This is an optimization exercise on Yosys and OpenROAD, whose aim is small area, not a production implementation.
In this exercise RTL edits were held to simulation tests only and were not proved equivalent to the original.
No activity file was given, so power comes from the tool's default toggle rates.

**design/flow/design.v**
```verilog
`default_nettype none
package score_gfx_pkg;
	localparam int PIXEL_W    = 11;
	localparam int POS_W      = 12;
	localparam int SCORE_W    = 4;
	localparam int NUM_SEGS   = 7;
	localparam int NUM_DIGITS = 4;
	localparam int RED_W   = 3;
	localparam int GREEN_W = 3;
	localparam int BLUE_W  = 2;
	typedef logic [PIXEL_W-1:0]  pixel_t;
	typedef logic [POS_W-1:0]    pos_t;
	typedef logic [SCORE_W-1:0]  score_t;
	typedef logic [NUM_SEGS-1:0] seg_mask_t;
	typedef logic [RED_W-1:0]   red_t;
	typedef logic [GREEN_W-1:0] green_t;
	typedef logic [BLUE_W-1:0]  blue_t;
	typedef logic signed [POS_W:0] coord_t;
	localparam int DIGIT_WIDTH_HALF     = 10;
	localparam int DIGIT_THICKNESS_HALF = 2;
	localparam int DIVIDER_X     = 400;
	localparam int DIVIDER_HALF  = 1;
	localparam int DIVIDER_Y_MAX = 600;
	localparam seg_mask_t SEG_HORIZ = 7'b100_1001;
	localparam red_t   DIGIT_RED   = '1;
	localparam green_t DIGIT_GREEN = '1;
	localparam blue_t  DIGIT_BLUE  = '1;
	localparam red_t   DIVIDER_RED   = '1;
	localparam green_t DIVIDER_GREEN = '1;
	localparam blue_t  DIVIDER_BLUE  = '1;
endpackage
`default_nettype wire
`timescale 1ns/1ns
`default_nettype none
module segment_decoder (
	input  wire score_gfx_pkg::score_t     score,
	output score_gfx_pkg::seg_mask_t       seg_mask
);
	always_comb
	begin
		case (score)
			4'd0:
				seg_mask = 7'b011_1111;
			4'd1:
				seg_mask = 7'b000_0110;
			4'd2:
				seg_mask = 7'b101_1011;
			4'd3:
				seg_mask = 7'b100_1111;
			4'd4:
				seg_mask = 7'b110_0110;
			4'd5:
				seg_mask = 7'b110_1101;
			4'd6:
				seg_mask = 7'b111_1101;
			4'd7:
				seg_mask = 7'b000_0111;
			4'd8:
				seg_mask = 7'b111_1111;
			4'd9:
				seg_mask = 7'b110_1111;
			default:
				seg_mask = '0;
		endcase
	end
endmodule
`default_nettype wire
`timescale 1ns/1ns
`default_nettype none
module digit_renderer (
	input  wire score_gfx_pkg::pixel_t   pixel_x,
	input  wire score_gfx_pkg::pixel_t   pixel_y,
	input  wire score_gfx_pkg::pos_t     digit_x,
	input  wire score_gfx_pkg::pos_t     digit_y,
	input  wire score_gfx_pkg::score_t   score,
	output logic                         digit_hit
);
	score_gfx_pkg::seg_mask_t seg_mask;
	segment_decoder u_segment_decoder (
		.score    (score),
		.seg_mask (seg_mask)
	);
	logic [12:0] ox;
	logic [12:0] oy;
	offset_window u_ox (.p(pixel_x), .c(digit_x), .d(ox));
	offset_window u_oy (.p(pixel_y), .c(digit_y), .d(oy));
	logic x_near, y_near;
	logic signed [4:0] sx;
	logic signed [5:0] sy;
	assign x_near = (ox[12:4] == 9'h000) || (ox[12:4] == 9'h1ff);
	assign y_near = (oy[12:5] == 8'h00) || (oy[12:5] == 8'hff);
	assign sx = ox[4:0];
	assign sy = oy[5:0];
	logic x_l, x_m, x_r;
	logic y_t, y_u, y_c, y_d, y_b;
	assign x_l = x_near && (sx >= -5'sd12) && (sx <= -5'sd8);
	assign x_m = x_near && (sx >= -5'sd10) && (sx <= 5'sd10);
	assign x_r = x_near && (sx >= 5'sd8)   && (sx <= 5'sd12);
	assign y_t = y_near && (sy >= -6'sd22) && (sy <= -6'sd18);
	assign y_u = y_near && (sy >= -6'sd20) && (sy <= 6'sd0);
	assign y_c = y_near && (sy >= -6'sd2)  && (sy <= 6'sd2);
	assign y_d = y_near && (sy >= 6'sd0)   && (sy <= 6'sd20);
	assign y_b = y_near && (sy >= 6'sd18)  && (sy <= 6'sd22);
	assign digit_hit =
		(seg_mask[0] & x_m & y_t) |
		(seg_mask[1] & x_r & y_u) |
		(seg_mask[2] & x_r & y_d) |
		(seg_mask[3] & x_m & y_b) |
		(seg_mask[4] & x_l & y_d) |
		(seg_mask[5] & x_l & y_u) |
		(seg_mask[6] & x_m & y_c);
endmodule
module offset_window (
	input  wire  [10:0] p,
	input  wire  [11:0] c,
	output logic [12:0] d
);
	logic [12:0] a, b;
	logic [13:0] k;
	assign a = {2'b00, p};
	assign b = ~{1'b0, c};
	assign k[0] = 1'b1;
	for (genvar i = 0; i < 13; i++)
	begin : g_bit
		assign d[i]   = a[i] ^ b[i] ^ k[i];
		assign k[i+1] = (a[i] & b[i]) | (k[i] & (a[i] | b[i]));
	end
endmodule
`default_nettype wire
`timescale 1ns/1ns
`default_nettype none
module pixel_compositor (
	input  wire                                   clk,
	input  wire                                   arst_n,
	input  wire score_gfx_pkg::pixel_t            pixel_x,
	input  wire score_gfx_pkg::pixel_t            pixel_y,
	input  wire [score_gfx_pkg::NUM_DIGITS-1:0]   digit_hit,
	output score_gfx_pkg::red_t                   red,
	output score_gfx_pkg::green_t                 green,
	output score_gfx_pkg::blue_t                  blue
);
	logic divider_next;
	logic lit_q;
	logic white_q;
	assign divider_next =
		(pixel_x >= score_gfx_pkg::pixel_t'(score_gfx_pkg::DIVIDER_X -
			score_gfx_pkg::DIVIDER_HALF)) &&
		(pixel_x <= score_gfx_pkg::pixel_t'(score_gfx_pkg::DIVIDER_X +
			score_gfx_pkg::DIVIDER_HALF)) &&
		(pixel_y <= score_gfx_pkg::pixel_t'(score_gfx_pkg::DIVIDER_Y_MAX));
	always_ff @(posedge clk or negedge arst_n)
	begin
		if (!arst_n)
			lit_q <= 1'b0;
		else
			lit_q <= divider_next | (|digit_hit);
	end
	always_ff @(posedge clk or negedge arst_n)
	begin
		if (!arst_n)
			white_q <= 1'b0;
		else
			white_q <= lit_q;
	end
	assign red   = white_q ? score_gfx_pkg::DIGIT_RED   : '0;
	assign green = white_q ? score_gfx_pkg::DIGIT_GREEN : '0;
	assign blue  = white_q ? score_gfx_pkg::DIGIT_BLUE  : '0;
endmodule
`default_nettype wire
`timescale 1ns/1ns
`default_nettype none
module score_overlay (
	input  wire                          clk,
	input  wire                          arst_n,
	input  wire score_gfx_pkg::pixel_t   pixel_x,
	input  wire score_gfx_pkg::pixel_t   pixel_y,
	input  wire score_gfx_pkg::pos_t     p1_tens_x,
	input  wire score_gfx_pkg::pos_t     p1_tens_y,
	input  wire score_gfx_pkg::pos_t     p1_units_x,
	input  wire score_gfx_pkg::pos_t     p1_units_y,
	input  wire score_gfx_pkg::pos_t     p2_tens_x,
	input  wire score_gfx_pkg::pos_t     p2_tens_y,
	input  wire score_gfx_pkg::pos_t     p2_units_x,
	input  wire score_gfx_pkg::pos_t     p2_units_y,
	input  wire score_gfx_pkg::score_t   p1_tens,
	input  wire score_gfx_pkg::score_t   p1_units,
	input  wire score_gfx_pkg::score_t   p2_tens,
	input  wire score_gfx_pkg::score_t   p2_units,
	output score_gfx_pkg::red_t          red,
	output score_gfx_pkg::green_t        green,
	output score_gfx_pkg::blue_t         blue
);
	logic [score_gfx_pkg::NUM_DIGITS-1:0] digit_hit;
	digit_renderer u_p1_tens (
		.pixel_x   (pixel_x),
		.pixel_y   (pixel_y),
		.digit_x   (p1_tens_x),
		.digit_y   (p1_tens_y),
		.score     (p1_tens),
		.digit_hit (digit_hit[0])
	);
	digit_renderer u_p1_units (
		.pixel_x   (pixel_x),
		.pixel_y   (pixel_y),
		.digit_x   (p1_units_x),
		.digit_y   (p1_units_y),
		.score     (p1_units),
		.digit_hit (digit_hit[1])
	);
	digit_renderer u_p2_tens (
		.pixel_x   (pixel_x),
		.pixel_y   (pixel_y),
		.digit_x   (p2_tens_x),
		.digit_y   (p2_tens_y),
		.score     (p2_tens),
		.digit_hit (digit_hit[2])
	);
	digit_renderer u_p2_units (
		.pixel_x   (pixel_x),
		.pixel_y   (pixel_y),
		.digit_x   (p2_units_x),
		.digit_y   (p2_units_y),
		.score     (p2_units),
		.digit_hit (digit_hit[3])
	);
	pixel_compositor u_pixel_compositor (
		.clk       (clk),
		.arst_n    (arst_n),
		.pixel_x   (pixel_x),
		.pixel_y   (pixel_y),
		.digit_hit (digit_hit),
		.red       (red),
		.green     (green),
		.blue      (blue)
	);
endmodule
`default_nettype wire
```
**design/flow/constraint.sdc**
```tcl
create_clock -name core_clock -period 7.5 [get_ports {clk}]
set_input_delay 1.5000 -clock core_clock [delete_from_list [all_inputs] [get_ports {clk}]]
set_output_delay 1.5000 -clock core_clock [all_outputs]
set_load 0.01 [all_outputs]
```
**design/flow/config.mk**
```make
export PLATFORM = sky130hd
export DESIGN_NAME = score_overlay
export DESIGN_NICKNAME = score_overlay
export VERILOG_FILES = /design/flow/design.v
export SDC_FILE = /design/flow/constraint.sdc
export NUM_CORES = 4
export LEC_CHECK = 0
export CAP_MARGIN = 20
export CORE_MARGIN = 2
export CORE_UTILIZATION = 40
export SLEW_MARGIN = 20
```
**design/flow/run.sh**
```bash
#!/bin/bash
# synth_recipe.tcl (not shown) runs the flow's synth.tcl, then flattens the netlist and writes it again
# the make line also repeats each setting of config.mk as NAME=value (left out here)
make -C /OpenROAD-flow-scripts/flow DESIGN_CONFIG=/design/flow/config.mk WORK_HOME=/design/flow/orfs CLKGATE_MAP_FILE= SYNTH_SCRIPT=/design/flow/synth_recipe.tcl finish
```
==> run notes <==
----------------------------------------------------
[Synth]
  Mean instance size in the synthesized netlist ... between 8 and 9 um^2
  Number of warning messages in the yosys log ... 2
  Share of the yosys chip area belonging to registers ... 0.0113
  Area contributors post-synth ... sky130_fd_sc_hd__fa_1 (36%), sky130_fd_sc_hd__inv_1 (12%), sky130_fd_sc_hd__ha_1 (11%)
  Synth unique cells ... 60
  Biggest area consumer among synthesized cells ... sky130_fd_sc_hd__fa_1
  Proportion of synthesized flip-flops having asynchronous set or reset ... 1.00
  Count of mapped cells out of synthesis ... 533
  Synth Net Count ... ~790
  Post-synthesis sequential element count ... 2
  Number of enable-type register cells in the synthesized netlist ... 0
  Most used DFF post-synth ... sky130_fd_sc_hd__dfrtp_1
  Mapped Area ... around 4400 um^2
  Top-area cell type share of the netlist area ... 0.362

[Timing]
  Final period util ... 0.959
  Total count of hold-check failures in the final report ... 0
  Slew at the pin closest to its max-slew limit ... 0.527 ns
  Achievable clock frequency ... approximately 0.14 GHz
  RSZ-0062 raised after global routing ... false
  Slew Limit Fails ... 0
  Setup violation total in the final timing report ... 0
  Relative max-transition margin ... 0.648
  Worst Skew ... ~0.0027 ns
  Fin Setup TNS ... 0 ns
  Shortest clock period the worst path allows after layout ... a little over 7 ns

[Drt]
  Violation count after the first detailed-routing iteration ... between 150 and 200
  # DRC ... 0
  Routed WL per cell ... 15.3 um
  Via count ... just over 4000
  Pre-antenna DRT Iters ... 4
  Number of routed nets with antenna violations ... 0
  Total Routed Length ... around 12000 um
  Ratio of routed vias to standard cells ... approximately 5

[Global routing]
  GRT overflow ... 0
  GRT Resource Usage Total ... 0.216
  Via count of the first global-routing pass ... a little over 4000
  Number of antenna violations at the first check in global routing ... 0
  Largest net degree at the start of global routing ... 12
  Global-route wire length before repair ... 20300 um

[Critical path]
  Critical path's most frequent cell ... sky130_fd_sc_hd__fa_1
  Critical Path Max Stage Delay ... 0.50 ns
  Worst path required time ... approximately 7.6 ns
  Data arrival time of the critical path ... approximately 7.3 ns
  Category of the worst setup path launch point ... input pin
  Critical path peak fanout ... 3
  Cell with the biggest individual delay on the critical path ... sky130_fd_sc_hd__or4b_4
  Worst setup path category ... input pin to register
  Crit path capture type ... register

[Clock tree]
  Clock slew seen by the registers of the worst setup and hold paths ... around 0.030 ns
  Clock latency at the later pin of the worst-skew pair ... approximately 0.21 ns
  Total CTS buffers ... 3
  H-tree levels ... 1
  Clock Path Buffers ... 2
  Number of clock sinks ... 2
  Clock tree root buffer cell ... sky130_fd_sc_hd__clkbuf_8
  Clock tree from TritonCTS ... done

[Die]
  Standard cell core area ... about 11000 um^2
  Horizontal die dimension ... 109 um
  Number of top-level design ports ... around 140
  Std-Cell Rows ... 38
  Die height ... between 100 and 150 um
  Initial core utilization ... 0.408
  DIE AREA ... about 12000 um^2

[Finish]
  Sequential standard cell area ... between 50 and 60 um^2
  Number of inserted diodes ... 0
  Multi-input gate area in the final layout ... between 3000 and 4000 um^2
  Nets@finish ... 932
  Proportion of layout cells with a drive suffix above 1 ... 0.0534
  Fillers ... 1026
  Core Util, Final ... 0.562
  Area delta synth->final ... 37.7%

[Run status]
  Run status ... complete, no violations

[Place]
  Routability congestion estimate from global placement ... ~0.86
  Port Buffers ... roughly 140
  Half-perimeter wire length of the detailed placement result ... roughly 11000 um

[Power]
  PnR Total Power ... 0.493 mW
  Leakage power ... 2.72 nW
  Worst-case vdd ir drop ... between 0.05 and 0.06 mV
  Power density normalized to cell area ... between 80 and 90 nW/um^2

[Flow run]
  Max-capacitance violation count ... 0

[Hold path]
  Kind of path behind the tightest hold check ... register to register

----------------------------------------------------
## worst max-delay path: cells and delay by family
kind,cells,cell delay (ns)
buf+inv,7,0.78
compound gates,4,0.65
fa+ha+maj,12,3.65
simple gates,2,0.72
## cell usage in the layout, fill, tap and decap left out, types with 3 or more instances in the layout
| cell type | n |
|---|---|
| sky130_fd_sc_hd__inv_1 | 138 |
| sky130_fd_sc_hd__fa_1 | 76 |
| sky130_fd_sc_hd__nand2b_1 | 10 |
| sky130_fd_sc_hd__a32oi_1 | 4 |
| sky130_fd_sc_hd__clkbuf_8 | 3 |
| sky130_fd_sc_hd__and4b_1 | 4 |
| sky130_fd_sc_hd__nor4b_1 | 6 |
| sky130_fd_sc_hd__nor3_1 | 10 |
| sky130_fd_sc_hd__o2111ai_1 | 4 |
| sky130_fd_sc_hd__nor2_1 | 30 |
| sky130_fd_sc_hd__nor2b_1 | 7 |
| sky130_fd_sc_hd__ha_1 | 39 |
| sky130_fd_sc_hd__nand3b_1 | 3 |
| sky130_fd_sc_hd__a21oi_1 | 20 |
| sky130_fd_sc_hd__nor4_1 | 4 |
| sky130_fd_sc_hd__a211oi_1 | 5 |
| sky130_fd_sc_hd__or4b_4 | 3 |
| sky130_fd_sc_hd__clkdlybuf4s50_1 | 142 |
| sky130_fd_sc_hd__o22ai_1 | 6 |
| sky130_fd_sc_hd__nand3_1 | 8 |
| sky130_fd_sc_hd__buf_4 | 11 |
| sky130_fd_sc_hd__o21ai_0 | 21 |
| sky130_fd_sc_hd__a21boi_0 | 4 |
| sky130_fd_sc_hd__xnor2_1 | 4 |
| sky130_fd_sc_hd__nand2_1 | 33 |
| sky130_fd_sc_hd__or4b_1 | 8 |
| sky130_fd_sc_hd__o21ai_1 | 4 |
| sky130_fd_sc_hd__a31oi_1 | 3 |
| sky130_fd_sc_hd__nand4b_1 | 4 |
| sky130_fd_sc_hd__o31ai_1 | 4 |
| sky130_fd_sc_hd__fa_2 | 4 |
| sky130_fd_sc_hd__nand4_1 | 7 |
## path summary, 6_finish.rpt
| check | endpoint | slack (ns) | from | cells after the start |
|---|---|---|---|---|
| max in group asynchronous | u_pixel_compositor.lit_q$_DFF_PN0_ | 5.87 | arst_n | 1 |
| worst max register to register | u_pixel_compositor.white_q$_DFF_PN0_ | 7.05 | u_pixel_compositor.lit_q$_DFF_PN0_ | 0 |
| worst min register to register | u_pixel_compositor.white_q$_DFF_PN0_ | 0.34 | u_pixel_compositor.lit_q$_DFF_PN0_ | 0 |
| min in group asynchronous | u_pixel_compositor.white_q$_DFF_PN0_ | 1.48 | arst_n | 1 |
| worst max-delay path | u_pixel_compositor.lit_q$_DFF_PN0_ | 0.31 | pixel_x[0] | 25 |
| worst min-delay path | u_pixel_compositor.white_q$_DFF_PN0_ | 0.34 | u_pixel_compositor.lit_q$_DFF_PN0_ | 0 |
## repair_timing
action,4_1_cts,5_1_grt
endpoints found under the setup margin,0,1
gates resized for setup,0,13
setup buffers,0,3
hold buffers,0,0
## per-layer routing
layer	vias up	wire (um)	track usage
met3	8	554	0.0227
met1	1953	5650	0.301
met4	0	118	0.0253
li1	2027	-	-
met5	-	0	0
met2	96	6110	0.374
## through the flow
step | hold slack, ns | cells | cell area, um^2 | setup WS [ns]
2_1_floorplan | 0.331 | 533 | 4430 | 0.715
3_3_place_gp | 0.334 | 808 | 5990 | -0.00378
3_5_place_dp | 0.336 | 808 | 5990 | -0.187
4_1_cts | 0.341 | 811 | 6030 | 0.0202
5_1_grt | 0.340 | 814 | 6100 | 0.00984
6_report | 0.339 | 814 | 6100 | 0.309
## cells in the mapped netlist, drive strengths merged (3+ instances only)
| master | count |
|---|---|
| and4b | 4 |
| o2111ai | 4 |
| nor4b | 7 |
| ha | 40 |
| o31ai | 4 |
| a211oi | 5 |
| o22ai | 6 |
| xnor2 | 4 |
| nand4 | 7 |
| nor2b | 7 |
| a31oi | 3 |
| nor3b | 3 |
| nor4 | 4 |
| nand2 | 33 |
| nor2 | 30 |
| a21boi | 6 |
| a2111oi | 5 |
| nand2b | 10 |
| inv | 140 |
| a32oi | 4 |
| o21ai | 25 |
| clkbuf | 5 |
| a21oi | 20 |
| or4b | 11 |
| fa | 80 |
| nand3b | 3 |
| nand4b | 4 |
| buf | 11 |
| nor3 | 11 |
| o32ai | 3 |
| nand3 | 8 |
## final cells by class
class,count,area share
repair buffers,154,0.249
clock buffers,3,0.00677
multi-input cells,375,0.621
flip-flops and latches,2,0.00821
inverters,140,0.0862
well taps,140,0.0287
## sequential cells by signal (all words and copies together), names as in the netlist
signal / flops
u_pixel_compositor.white_q: 1
u_pixel_compositor.lit_q: 1
## report_power, final
group / total, mW / switching, mW / internal, mW
combinational: 0.439 / 0.226 / 0.213
clock: 0.0435 / 0.00944 / 0.0340
sequential: 0.0109 / 0.00000864 / 0.0109
total: 0.493 / 0.235 / 0.258
## kinds of logic after synthesis
kind of cell / synth area share
fa+ha+maj: 0.475
compound gates: 0.162
buf+inv: 0.143
simple gates: 0.197
xor+xnor: 0.00791
flops: 0.0113
mux: 0.00452

what the ideal ports hide:
In the flow no input, the clock included, has a driving cell. The finished layout below was timed again as built, in two steps.
Step 1 (the two cells are an assumption about what drives the block):
set clk [get_ports {clk}]
set_driving_cell -lib_cell sky130_fd_sc_hd__clkbuf_16 $clk
set_driving_cell -lib_cell sky130_fd_sc_hd__buf_2 [delete_from_list [all_inputs] $clk]
Step 2 adds t to the input delays and takes it off the output delays; t is the mean of the earliest and latest rising clock arrival at the registers after step 1. Input paths then give back, and output paths get back, about the clock's delay inside the block.
Slacks: ideal / step 1 / step 2; pairs: ideal / step 1.
t, ns: 0.239
slack for setup (ns): 0.309 / 0.310 / 0.071
worst setup path at the end: input to register
After both steps setup and hold are still met in this run. For this run, drivers alone change the setup slack by +0.001 ns; drivers and shift together by -0.238 ns.
